Context: an optimization exercise on an open-source flow, tuned for small area and a short achievable clock period. The choices shown serve that exercise and are no tape-out recipe. In this exercise RTL edits were held to simulation tests only and were not proved equivalent to the original. No activity file was given, so power comes from the tool's default toggle rates.

==> module fetch_unit, before the edit <==
module fetch_unit
(
    input  logic            clk1,
    input  logic            rst_n,
    input  logic            hold,
    input  logic            imem_we,
    input  logic [fetch_dispatch_pkg::PC_W-1:0] imem_waddr,
    input  logic [31:0]     imem_wdata,
    output logic [fetch_dispatch_pkg::PC_W-1:0] pc,
    output logic [31:0]     inst,
    output logic [31:7]     inst_i,
    output logic            n_add,
    output logic            n_mul,
    output logic            n_load
);
    localparam int N  = fetch_dispatch_pkg::IMEM_DEPTH;
    localparam int AW = fetch_dispatch_pkg::PC_W;
    logic [N-1:0][31:0] imem;
    logic [N-1:0]       wsel;
    logic [N-1:0]       rsel;
    localparam int Q  = 4;
    localparam int NQ = N / Q;
    logic [Q-1:0][31:0] part;
    logic [Q-1:0][31:0] nxt_q;
    logic [31:0]        nxt;
    logic [AW-1:0]      pc_inc;
    always_ff @(posedge clk1) begin
        if (!rst_n) begin
            pc_inc <= AW'(1);
        end else if (!hold) begin
            pc_inc <= pc_inc + 1'b1;
        end
    end
    always_ff @(posedge clk1) begin
        if (!hold) inst_i <= nxt[31:7];
    end
    always_comb begin
        for (int i = 0; i < N; i++) begin
            wsel[i] = imem_we && (imem_waddr == AW'(i));
        end
    end
    always_ff @(posedge clk1) begin
        for (int i = 0; i < N; i++) begin
            if (wsel[i]) imem[i] <= imem_wdata;
        end
    end
    localparam int NL = NQ / 3 + 1;
    logic [Q-1:0][NL-1:0][31:0] leaf_n;
    for (genvar q = 0; q < Q; q++) begin : g_q
        for (genvar l = 0; l < NL; l++) begin : g_l
            localparam int W0 = q * NQ + 3 * l;
            for (genvar b = 0; b < 32; b++) begin : g_b
                if (3 * l + 3 <= NQ) begin : g_3
                    fetch_rd_aoi3 u_aoi (
                        .s   (rsel[W0 +: 3]),
                        .d   ({imem[W0 + 2][b], imem[W0 + 1][b], imem[W0][b]}),
                        .y_n (leaf_n[q][l][b])
                    );
                end else begin : g_2
                    fetch_rd_aoi2 u_aoi (
                        .s   (rsel[W0 +: 2]),
                        .d   ({imem[W0 + 1][b], imem[W0][b]}),
                        .y_n (leaf_n[q][l][b])
                    );
                end
            end
        end
    end
    always_comb begin
        for (int q = 0; q < Q; q++) begin
            part[q] = '1;
            for (int l = 0; l < NL; l++) part[q] = part[q] & leaf_n[q][l];
            part[q] = ~part[q];
        end
    end
    always_comb begin
        nxt = '0;
        for (int q = 0; q < Q; q++) nxt = nxt | nxt_q[q];
    end
    logic op_r;
    assign op_r   = nxt[6:0] == fetch_dispatch_pkg::OP_R;
    assign n_add  = op_r && (nxt[31:25] == fetch_dispatch_pkg::F7_ADD || nxt[31:25] == fetch_dispatch_pkg::F7_SUB);
    assign n_mul  = op_r && (nxt[31:25] == fetch_dispatch_pkg::F7_MUL);
    assign n_load = nxt[6:0] == fetch_dispatch_pkg::OP_LOAD;
    logic byp_pc, byp_inc;
    assign byp_pc  = imem_we && imem_waddr == pc;
    assign byp_inc = imem_we && imem_waddr == pc_inc;
    logic [Q-1:0][31:0] nq_hold, nq_adv;
    always_comb begin
        for (int q = 0; q < Q; q++) begin
            if (q == 0) nq_hold[q] = byp_pc ? imem_wdata : nxt;
            else        nq_hold[q] = '0;
            if (byp_inc) nq_adv[q]  = (q == 0) ? imem_wdata : '0;
            else         nq_adv[q]  = part[q];
        end
    end
    always_ff @(posedge clk1) begin
        if (!rst_n) begin
            nxt_q[0] <= wsel[0] ? imem_wdata : imem[0];
            for (int q = 1; q < Q; q++) nxt_q[q] <= '0;
        end else if (hold) begin
            nxt_q <= nq_hold;
        end else begin
            nxt_q <= nq_adv;
        end
    end
    always_ff @(posedge clk1) begin
        if (!rst_n) begin
            pc    <= '0;
            rsel  <= N'(2);
            inst  <= '0;
        end else if (!hold) begin
            inst  <= nxt;
            pc    <= pc_inc;
            rsel  <= {rsel[N-2:0], rsel[N-1]};
        end
    end
endmodule
export LEC_CHECK = 0
export CAP_MARGIN = 20
export CORE_MARGIN = 2
export CORE_UTILIZATION = 45
export CTS_CLUSTER_DIAMETER = 120
export CTS_CLUSTER_SIZE = 25
export SETUP_SLACK_MARGIN = 1.9
export SLEW_MARGIN = 20
export SYNTH_HIERARCHICAL = 1
export SYNTH_MINIMUM_KEEP_SIZE = 0
create_clock -name core_clock -period 4.4 [get_ports {clk1}]
standard.sh (not shown) runs the stock make flow with config.mk's settings and CLKGATE_MAP_FILE= SYNTH_SCRIPT=/design/flow/synth_recipe.tcl, a recipe that flattens the netlist after the stock synthesis.
==> flow/flow/run.sh <==
#!/bin/bash
# The standard ORFS layout (standard.sh, standard synthesis unchanged) with these
# changes to how the layout is made:
#  - MATCH_CELL_FOOTPRINT=0: the platform sets 1, which lets timing repair swap a
#    cell only for one of the same width, so it can hardly upsize anything;
#  - the port buffers that buffer_ports inserts are buf_4 instead of the platform's
#    default pick, a slow delay cell (clkdlybuf4s50_1);
#  - the floorplan step's timing repair (before placement, on wire-load estimates)
#    runs with no setup margin; the repairs after CTS and global routing use
#    config.mk's SETUP_SLACK_MARGIN.
# Each make run's whole output goes to its own log here; ORFS keeps each step's log
# under orfs/logs.
set -euo pipefail
V=(MATCH_CELL_FOOTPRINT=0 "BUFFER_PORTS_ARGS=-buffer_cell sky130_fd_sc_hd__buf_4")
bash standard.sh "${V[@]}" SETUP_SLACK_MARGIN=0 synth floorplan > flow_make_floorplan.log 2>&1
bash standard.sh "${V[@]}" finish > flow_make_finish.log 2>&1
Then changed:
--- a/flow/design.v
+++ b/flow/design.v
@@ -101,6 +101,6 @@
     always_comb begin
         for (int q = 0; q < Q; q++) begin
-            if (q == 0) nq_hold[q] = byp_pc ? imem_wdata : nxt;
-            else        nq_hold[q] = '0;
+            if (byp_pc)  nq_hold[q] = (q == 0) ? imem_wdata : '0;
+            else         nq_hold[q] = nxt_q[q];
             if (byp_inc) nq_adv[q]  = (q == 0) ? imem_wdata : '0;
             else         nq_adv[q]  = part[q];
Effect:
- non-clock buffer count decreases by 20
- routed wire length increases slightly
- total power hardly moves
- core utilization hardly moves
- combinational power decreases by a few percent
- die area increases slightly
- worst hold slack is worse by 0.088 ns

## re-timing with driven ports
How much do the figures lean on ideal ports? The routed layouts below were timed once more, with nothing changed but the port constraints.
Step 1: set_driving_cell puts a clkbuf_16 on clk1 and a buf_2 on each other input, an assumption about the parent block.
Step 2 adds t to the input delays and takes it off the output delays; t is the mean of the earliest and latest rising clock arrival at the registers after step 1. Input paths then give back, and output paths get back, about the clock's delay inside the block.
a / b / c = ideal ports / drivers / drivers and shift; a / b = the first two.
run | t, ns | setup WS [ns] | hold WS [ns] | worst setup path after step 2 | clock arrival spread, ns
the first run | 1.035 | 1.766 / 1.766 / 0.950 | 0.322 / 0.242 / 0.351 | input to register | 0.110 / 0.111
the second run | 1.055 | 1.835 / 1.827 / 0.882 | 0.234 / 0.171 / 0.356 | input to register | 0.116 / 0.116
After both steps setup and hold are still met in every run listed. For the second run, which loses most, drivers alone change the setup slack by -0.008 ns; drivers and shift together by -0.953 ns.
